What follows belongs to an exercise in optimizing a design on an open flow for small area, a short achievable clock period and few clock cycles per item; a production flow would make more cautious choices. The RTL was checked by simulation tests, not by an equivalence proof against the original design.

===== config.mk =====
export PLATFORM = sky130hd
export DESIGN_NAME = exu_top
export DESIGN_NICKNAME = exu_top
export VERILOG_FILES = /design/flow/design.v
export SDC_FILE = /design/flow/constraint.sdc
export NUM_CORES = 4
export LEC_CHECK = 0
export CAP_MARGIN = 20
export CORE_MARGIN = 2
export CORE_UTILIZATION = 40
export SLEW_MARGIN = 20

===== constraint.sdc =====
create_clock -name core_clock -period 25.0 [get_ports {clk}]
set_input_delay 5.0000 -clock core_clock [delete_from_list [all_inputs] [get_ports {clk}]]
set_output_delay 5.0000 -clock core_clock [all_outputs]
set_load 0.01 [all_outputs]

===== design.v =====
package exu_pkg;
    typedef union packed {
        logic [2*32-1:0] word;                  
        struct packed {
            logic [32-1:0] hi;                  
            logic [32-1:0] lo;                  
        } halves;
    } hilo_word_t;
endpackage
module alu_int (
    input  logic [6-1:0]    operator,
    input  logic [32-1:0]  operand1,
    input  logic [32-1:0]  operand2,
    output logic [32-1:0]  alu_result,
    output logic                    overflow
);
    localparam int MSB = 32 - 1;
    logic                       is_sub;
    logic [32-1:0]     operand2_mux;
    logic [32-1:0]     sum;
    logic [5-1:0]    shamt;
    logic                       add_ovf;
    logic                       sub_ovf;
    logic                       less_signed;
    logic                       less_unsigned;
    function automatic logic [32-1:0] lead_zeros(input logic [32-1:0] v);
        logic [32-1:0] cnt;
        logic                   found;
        cnt = '0;
        found = 1'b0;
        for (int i = MSB; i >= 0; i = i - 1) begin
            if (v[i]) begin
                found = 1'b1;
            end else if (!found) begin
                cnt = cnt + 1'b1;
            end
        end
        lead_zeros = cnt;
    endfunction
    assign is_sub = (operator == 6'h22) || (operator == 6'h23)
        || (operator == 6'h2a);
    assign operand2_mux = is_sub ? (~operand2 + 1'b1) : operand2;    
    assign sum = operand1 + operand2_mux;
    assign add_ovf = (operand1[MSB] == operand2[MSB]) && (sum[MSB] != operand1[MSB]);
    assign sub_ovf = (operand1[MSB] != operand2[MSB]) && (sum[MSB] != operand1[MSB]);
    assign overflow = ((operator == 6'h20 || operator == 6'h08) && add_ovf)
        || (operator == 6'h22 && sub_ovf);
    assign less_signed = (operand1[MSB] && !operand2[MSB])
        || ((operand1[MSB] == operand2[MSB]) && sum[MSB]);
    assign less_unsigned = (operand1 < operand2);
    assign shamt = operand1[5-1:0];
    always_comb begin
        case (operator)
            6'h24:    alu_result = operand1 & operand2;
            6'h25:     alu_result = operand1 | operand2;
            6'h27:    alu_result = ~(operand1 | operand2);
            6'h26:    alu_result = operand1 ^ operand2;
            6'h00:    alu_result = operand2 << shamt;
            6'h02:    alu_result = operand2 >> shamt;
            6'h03:    alu_result = $unsigned($signed(operand2) >>> shamt);
            6'h20, 6'h21, 6'h08, 6'h09,
            6'h22, 6'h23: begin
                alu_result = sum;
            end
            6'h2a:    alu_result = {{MSB{1'b0}}, less_signed};
            6'h2b:   alu_result = {{MSB{1'b0}}, less_unsigned};
            6'h3c:    alu_result = lead_zeros(operand1);
            6'h3d:    alu_result = lead_zeros(~operand1);     
            default:        alu_result = '0;
        endcase
    end
endmodule
module muldiv_unit (
    input  logic                    clk,
    input  logic                    rst_n,
    input  logic [6-1:0]    operator,
    input  logic [32-1:0]  operand1,
    input  logic [32-1:0]  operand2,
    input  logic                    div_start,
    input  logic                    div_signed,
    output exu_pkg::hilo_word_t     mul_result,
    output logic                    div_busy,
    output logic                    div_done,
    output exu_pkg::hilo_word_t     div_result
);
    localparam int W = 32;
    localparam int CNT_W = $clog2(32 + 1);
    logic               mul_signed;
    logic               mul_neg;
    logic [2*W-1:0]     mul_a;
    logic [2*W-1:0]     mul_b;
    logic [2*W-1:0]     mul_mag;
    logic               start_dvd_neg;
    logic               start_dvs_neg;
    logic [W-1:0]       rem_q;
    logic [W-1:0]       quo_q;
    logic [W-1:0]       dvs_q;
    logic               dvd_neg_q;
    logic               quo_neg_q;
    logic               dvs_zero_q;
    logic [CNT_W-1:0]   cnt_q;
    logic [W:0]         rem_shift;
    logic [W:0]         trial;
    assign mul_signed = (operator == 6'h18);
    assign mul_a = {{W{1'b0}}, (mul_signed && operand1[W-1]) ? -operand1 : operand1};
    assign mul_b = {{W{1'b0}}, (mul_signed && operand2[W-1]) ? -operand2 : operand2};
    assign mul_mag = mul_a * mul_b;
    assign mul_neg = mul_signed && (operand1[W-1] ^ operand2[W-1]);
    assign mul_result.word = mul_neg ? -mul_mag : mul_mag;
    assign start_dvd_neg = div_signed && operand1[W-1];
    assign start_dvs_neg = div_signed && operand2[W-1];
    assign rem_shift = {rem_q, quo_q[W-1]};
    assign trial = rem_shift - {1'b0, dvs_q};
    always_ff @(posedge clk) begin
        if (!rst_n) begin
            div_busy <= 1'b0;
            div_done <= 1'b0;
            cnt_q <= '0;
        end else begin
            div_done <= 1'b0;
            if (div_start) begin
                div_busy <= 1'b1;
                cnt_q <= '0;
            end else if (div_busy) begin
                cnt_q <= cnt_q + 1'b1;
                if (cnt_q == CNT_W'(32 - 1)) begin
                    div_busy <= 1'b0;        
                    div_done <= 1'b1;
                end
            end
        end
    end
    always_ff @(posedge clk) begin
        if (div_start) begin
            rem_q <= '0;
            quo_q <= start_dvd_neg ? -operand1 : operand1;   
            dvs_q <= start_dvs_neg ? -operand2 : operand2;
            dvd_neg_q <= start_dvd_neg;
            quo_neg_q <= start_dvd_neg ^ start_dvs_neg;
            dvs_zero_q <= (operand2 == '0);
        end else if (div_busy) begin
            if (!trial[W]) begin
                rem_q <= trial[W-1:0];
                quo_q <= {quo_q[W-2:0], 1'b1};
            end else begin
                rem_q <= rem_shift[W-1:0];
                quo_q <= {quo_q[W-2:0], 1'b0};
            end
        end
    end
    always_comb begin
        div_result.halves.hi = dvd_neg_q ? -rem_q : rem_q;
        if (dvs_zero_q) begin
            div_result.halves.lo = '1;
        end else begin
            div_result.halves.lo = quo_neg_q ? -quo_q : quo_q;
        end
    end
endmodule
module hilo_regs (
    input  logic                    clk,
    input  logic                    rst_n,
    input  logic                    hilo_we,
    input  exu_pkg::hilo_word_t     hilo_wdata,
    output logic [32-1:0]  hi,
    output logic [32-1:0]  lo
);
    always_ff @(posedge clk) begin
        if (!rst_n) begin
            hi <= '0;
            lo <= '0;
        end else if (hilo_we) begin
            hi <= hilo_wdata.halves.hi;
            lo <= hilo_wdata.halves.lo;
        end
    end
endmodule
module exu_ctrl (
    input  logic                    clk,
    input  logic                    rst_n,
    input  logic                    in_valid,
    input  logic [6-1:0]    operator,
    input  logic [32-1:0]  operand1,
    input  logic [5-1:0]  in_write_addr,
    input  logic                    in_write_enable,
    input  logic [32-1:0]  alu_result,
    input  logic                    overflow,
    input  exu_pkg::hilo_word_t     mul_result,
    input  logic                    div_busy,
    input  logic                    div_done,
    input  exu_pkg::hilo_word_t     div_result,
    input  logic [32-1:0]  hi,
    input  logic [32-1:0]  lo,
    output logic                    in_ready,
    output logic                    div_start,
    output logic                    div_signed,
    output logic                    hilo_we,
    output exu_pkg::hilo_word_t     hilo_wdata,
    output logic                    out_valid,
    output logic [5-1:0]  write_addr,
    output logic                    write_enable,
    output logic [32-1:0]  write_data
);
    logic                       accept;
    logic                       is_div;
    logic                       is_hilo_write;
    logic [32-1:0]     result_sel;
    assign in_ready = !(div_busy || div_done);
    assign accept = in_valid && in_ready;
    assign is_div = (operator == 6'h1a) || (operator == 6'h1b);
    assign is_hilo_write = (operator == 6'h18) || (operator == 6'h19)
        || (operator == 6'h11) || (operator == 6'h13);
    assign div_start = accept && is_div;
    assign div_signed = accept && (operator == 6'h1a);
    assign hilo_we = (accept && is_hilo_write) || div_done;
    always_comb begin
        hilo_wdata = mul_result;
        if (div_done) begin
            hilo_wdata = div_result;
        end else if (operator == 6'h11) begin
            hilo_wdata.halves.hi = operand1;
            hilo_wdata.halves.lo = lo;       
        end else if (operator == 6'h13) begin
            hilo_wdata.halves.hi = hi;
            hilo_wdata.halves.lo = operand1;
        end
    end
    always_comb begin
        case (operator)
            6'h10:   result_sel = hi;
            6'h12:   result_sel = lo;
            default:        result_sel = alu_result;
        endcase
    end
    always_ff @(posedge clk) begin
        if (!rst_n) begin
            out_valid <= 1'b0;
            write_enable <= 1'b0;
        end else begin
            out_valid <= (accept && !is_div) || div_done;      
            write_enable <= accept && !is_div && !is_hilo_write
                && in_write_enable && !overflow;
        end
    end
    always_ff @(posedge clk) begin
        if (accept) begin
            write_addr <= in_write_addr;
            write_data <= result_sel;
        end
    end
endmodule
module exu_top (
    input  logic                    clk,
    input  logic                    rst_n,
    input  logic                    in_valid,
    input  logic [6-1:0]    operator,
    input  logic [32-1:0]  operand1,
    input  logic [32-1:0]  operand2,
    input  logic [5-1:0]  in_write_addr,
    input  logic                    in_write_enable,
    output logic                    in_ready,
    output logic                    out_valid,
    output logic [5-1:0]  write_addr,
    output logic                    write_enable,
    output logic [32-1:0]  write_data
);
    logic [32-1:0]     alu_result;
    logic                       overflow;
    exu_pkg::hilo_word_t        mul_result;
    exu_pkg::hilo_word_t        div_result;
    logic                       div_start;
    logic                       div_signed;
    logic                       div_busy;
    logic                       div_done;
    logic                       hilo_we;
    exu_pkg::hilo_word_t        hilo_wdata;
    logic [32-1:0]     hi;
    logic [32-1:0]     lo;
    alu_int alu_int_i (
        .operator       (operator),
        .operand1       (operand1),
        .operand2       (operand2),
        .alu_result     (alu_result),
        .overflow       (overflow)
    );
    muldiv_unit muldiv_unit_i (
        .clk            (clk),
        .rst_n          (rst_n),
        .operator       (operator),
        .operand1       (operand1),
        .operand2       (operand2),
        .div_start      (div_start),
        .div_signed     (div_signed),
        .mul_result     (mul_result),
        .div_busy       (div_busy),
        .div_done       (div_done),
        .div_result     (div_result)
    );
    hilo_regs hilo_regs_i (
        .clk            (clk),
        .rst_n          (rst_n),
        .hilo_we        (hilo_we),
        .hilo_wdata     (hilo_wdata),
        .hi             (hi),
        .lo             (lo)
    );
    exu_ctrl exu_ctrl_i (
        .clk            (clk),
        .rst_n          (rst_n),
        .in_valid       (in_valid),
        .operator       (operator),
        .operand1       (operand1),
        .in_write_addr  (in_write_addr),
        .in_write_enable(in_write_enable),
        .alu_result     (alu_result),
        .overflow       (overflow),
        .mul_result     (mul_result),
        .div_busy       (div_busy),
        .div_done       (div_done),
        .div_result     (div_result),
        .hi             (hi),
        .lo             (lo),
        .in_ready       (in_ready),
        .div_start      (div_start),
        .div_signed     (div_signed),
        .hilo_we        (hilo_we),
        .hilo_wdata     (hilo_wdata),
        .out_valid      (out_valid),
        .write_addr     (write_addr),
        .write_enable   (write_enable),
        .write_data     (write_data)
    );
endmodule

===== run.sh =====
#!/bin/bash
# synth_recipe.tcl (not shown) runs the flow's synth.tcl, then flattens the netlist and writes it again
# the make line also repeats each setting of config.mk as NAME=value (left out here)
make -C /OpenROAD-flow-scripts/flow DESIGN_CONFIG=/design/flow/config.mk WORK_HOME=/design/flow/orfs CLKGATE_MAP_FILE= SYNTH_SCRIPT=/design/flow/synth_recipe.tcl finish

==> results.txt <==
[synth_stat cells, types with 30 or more instances]
master,count
nand2b_1,47
inv_1,1152
ha_1,485
nor2_1,693
nor2b_1,70
nand2_1,1348
o31ai_1,38
nand3_1,128
edfxtp_1,104
mux2_2,49
xnor2_1,440
nor3_1,133
or3_1,49
o211ai_1,63
fa_1,898
a21boi_0,30
a31oi_1,70
and2_1,76
clkbuf_1,363
a21oi_1,304
xor2_1,163
buf_1,40
a221oi_1,37
nand4_1,66
dfxtp_1,106
a211oi_1,84
o21ai_0,378
and3_1,54
nor4_1,43
mux2i_1,150
a21o_1,47
[stage by stage]
stage	hold slack [ns]	cells	utilization [%]	worst slack, ns
after floorplan	0.436	8278	-	1.76
after global placement	0.446	10370	43.0	0.0873
after detailed placement	0.457	10371	43.1	0.0291
after CTS	0.466	10419	43.6	0.516
after global routing	0.492	10420	43.7	0.0295
final	0.461	10424	43.7	1.50
[routing by layer]
metal | up-vias | part of all wire [%] | global-route usage, %
met2 | 2699 | 44 | 50.4
met4 | 12 | 6.4 | 16.7
met3 | 632 | 8.1 | 5.50
met1 | 30387 | 41 | 41.9
met5 | - | 0.026 | 0
li1 | 26942 | - | -
[worst max-delay path, delay by kind of cell]
kind	cells	cell delay, ns
adder cells (fa/ha/maj)	26	8.18
AO/OA/AOI/OAI	25	4.43
AND/OR/NAND/NOR	23	2.38
multiplexers	11	2.05
XOR/XNOR	4	1.04
buffers and inverters	6	0.68
[timing repair]
| action | CTS | global route |
|---|---|---|
| buffers inserted | 0 | 1 |
| resized for setup | 0 | 30 |
| endpoints found under the setup margin | 0 | 9 |
[kinds of logic after synthesis]
group | Yosys count | share of synthesized area, %
flip-flops | 210 | 8.03
buffers and inverters | 1612 | 9.33
XOR/XNOR | 654 | 9.52
adder cells (fa/ha/maj) | 1383 | 36.8
multiplexers | 203 | 3.27
AO/OA/AOI/OAI | 1369 | 13.6
AND/OR/NAND/NOR | 2847 | 19.4
[path summary, 6_finish.rpt]
path / depth (start not counted) / slack (ns) / from / to
max: 95 / 1.50 / operand1[31] / exu_ctrl_i.write_data[8]
min: 1 / 0.46 / muldiv_unit_i.cnt_q[5] / muldiv_unit_i.div_done
max reg2reg: 32 / 17.14 / muldiv_unit_i.quo_q[31] / muldiv_unit_i.rem_q[12]
min reg2reg: 1 / 0.46 / muldiv_unit_i.cnt_q[5] / muldiv_unit_i.div_done
[state kept, by name (all words and copies together) (netlist names)]
register / flops
exu_ctrl_i.write_data: 32
hilo_regs_i.hi: 32
hilo_regs_i.lo: 32
muldiv_unit_i.dvs_q: 32
muldiv_unit_i.quo_q: 32
muldiv_unit_i.rem_q: 32
muldiv_unit_i.cnt_q: 6
exu_ctrl_i.write_addr: 5
exu_ctrl_i.out_valid: 1
exu_ctrl_i.write_enable: 1
muldiv_unit_i.div_busy: 1
muldiv_unit_i.div_done: 1
muldiv_unit_i.dvd_neg_q: 1
muldiv_unit_i.dvs_zero_q: 1
muldiv_unit_i.quo_neg_q: 1
[cell type report]
type	count	area share [%]
well taps	2175	3.84
inverters	1189	6.29
multi-input cells	6456	77.2
diodes	4	0.0141
clock inverters	19	0.243
repair buffers	342	4.02
clock buffers	29	0.977
flip-flops and latches	210	7.40
==> impl_results.md <==
* # DRC at 0
* Endpoints failing hold at 0
* Synthesized area at 0.0653 mm2
* DIE AREA at 0.167 mm2
* Most frequent CP cell: ha_1
* Sequential-to-total area share from yosys stat at 8.03%
* RSZ-0062 raised after global routing: false
* Reg area at 0.00525 mm2
* Post-DP HPWL at 212000 um
* Vias in the first global route at 61.7k
* Grt ovf at 0
* Synthesis-stage register bit count at 210
* CTS Root Cell: clkbuf_16
* Slew Limit Headroom at 18.2%
* Async set-reset flop share out of synthesis at 0%
* TritonCTS clock tree: yes
* Syn avg cell area at 7.89 um2
* TNS Setup at 0 ns
* Most common flop cell mapped by yosys: dfxtp_1
* Drt first pass iters at 7
* WS Path Type: input port to register
* Yosys Warn Count at 4
* Initial Util at 40.2%
* CTS buffer count at 26
* Final #Nets at 9687
* Fillcell total at 16.5k
* Clock Sink Count at 210
* Worst setup EP type: register
* Ports at 119
* Worst-path clk slew at 0.06 ns
* Critical-path top delay cell: a2111oi_0
* Die width at 408 um
* Yosys top cell area share at 27.5%
* Worst EP required at 25.29 ns
* Most frequent cells in the layout: 1347 x nand2_1, 1149 x inv_1, 898 x fa_1, 685 x nor2_1, 485 x ha_1
* Clock Skews at 0.0184 ns
* Initial antenna violation count at 10
* Crit share post-route at 94.0%
* Port Buffers at 118
* GRT Util Overall at 31.9%
* F_max at 0.0426 GHz
* Mapped Cells at 8278
* Vert. Die Dim at 408 um
* Slowest cell delay on critical path at 0.41 ns
* Per-cell routed wire length at 25.8 um
* Via count at 60.7k
* P&R area growth vs syn at 8.56%
* Post-route cell area at 0.0709 mm2
* Via-to-Cell Ratio at 5.82
* Share of cells above drive strength 1 at 7.08%
* H-tree depth at 1
* Final WL at 269000 um
* Rows at 148
* Worst-Margin Slew at 1.23 ns
* Run status: timing/DRC/antenna clean
* Fin. max-slew vios at 0
* Clock tree buffer depth at 3
* # hold bufs at CTS at 0
* Most common cell after layout, fill and taps aside: nand2_1
* Syn nets at 9740
* Placeable Area at 0.162 mm2
* Iteration-0 DRC Markers at 5215
* CP Data Arrival Time at 23.79 ns
* Dominant cells by area after synthesis: fa_1 28%, ha_1 9.3%, nand2_1 7.7%
* Multi-input logic area at 0.0548 mm2
* Largest net degree at the start of global routing at 65
* Synth unique cells at 121
* Tmin final at 23.50 ns
* Crit-path max FO at 21
* Final setup viols at 0
* EDFF count, synth at 104
* ANT nets after route at 0
* Worst setup SP type: input port
* Area leader, netlist: fa_1
* Clk latency of the worst-skew pair at 0.59 ns
* First-pass GRT wire length at 403000 um
* RD Place Congestion at 1.04
* Reported max-cap violation count at 0
* Cell area after placement at 0.0699 mm2
* Hold crit path type: register to register
Testbench counts, summed over its fixed seeds: cycles 54,368, items 24,000.

==> separate check: timing with driven ports <==
Ports are ideal in the flow. The routed layout listed here was re-timed in OpenROAD. Step 1 assumes that a clkbuf_16 drives the clock port and a buf_2 every other input. Step 2 also shifts input and output timing later by t, the mid clock arrival at the registers, as if the neighbouring blocks saw the same clock. a / b / c = ideal / step 1 / step 2; a / b = the first two.
t, ns: 0.647
setup WS [ns]: 1.502 / 1.552 / 0.905
worst hold slack (ns): 0.461 / 0.461 / 0.461
slew at the worst register clock pin (ns): 0.07 / 0.07
cell pins on the clock port's net: 1
After both steps setup and hold are still met in this run. The setup slack of this run moves by +0.050 ns with the drivers and by -0.597 ns with both steps.
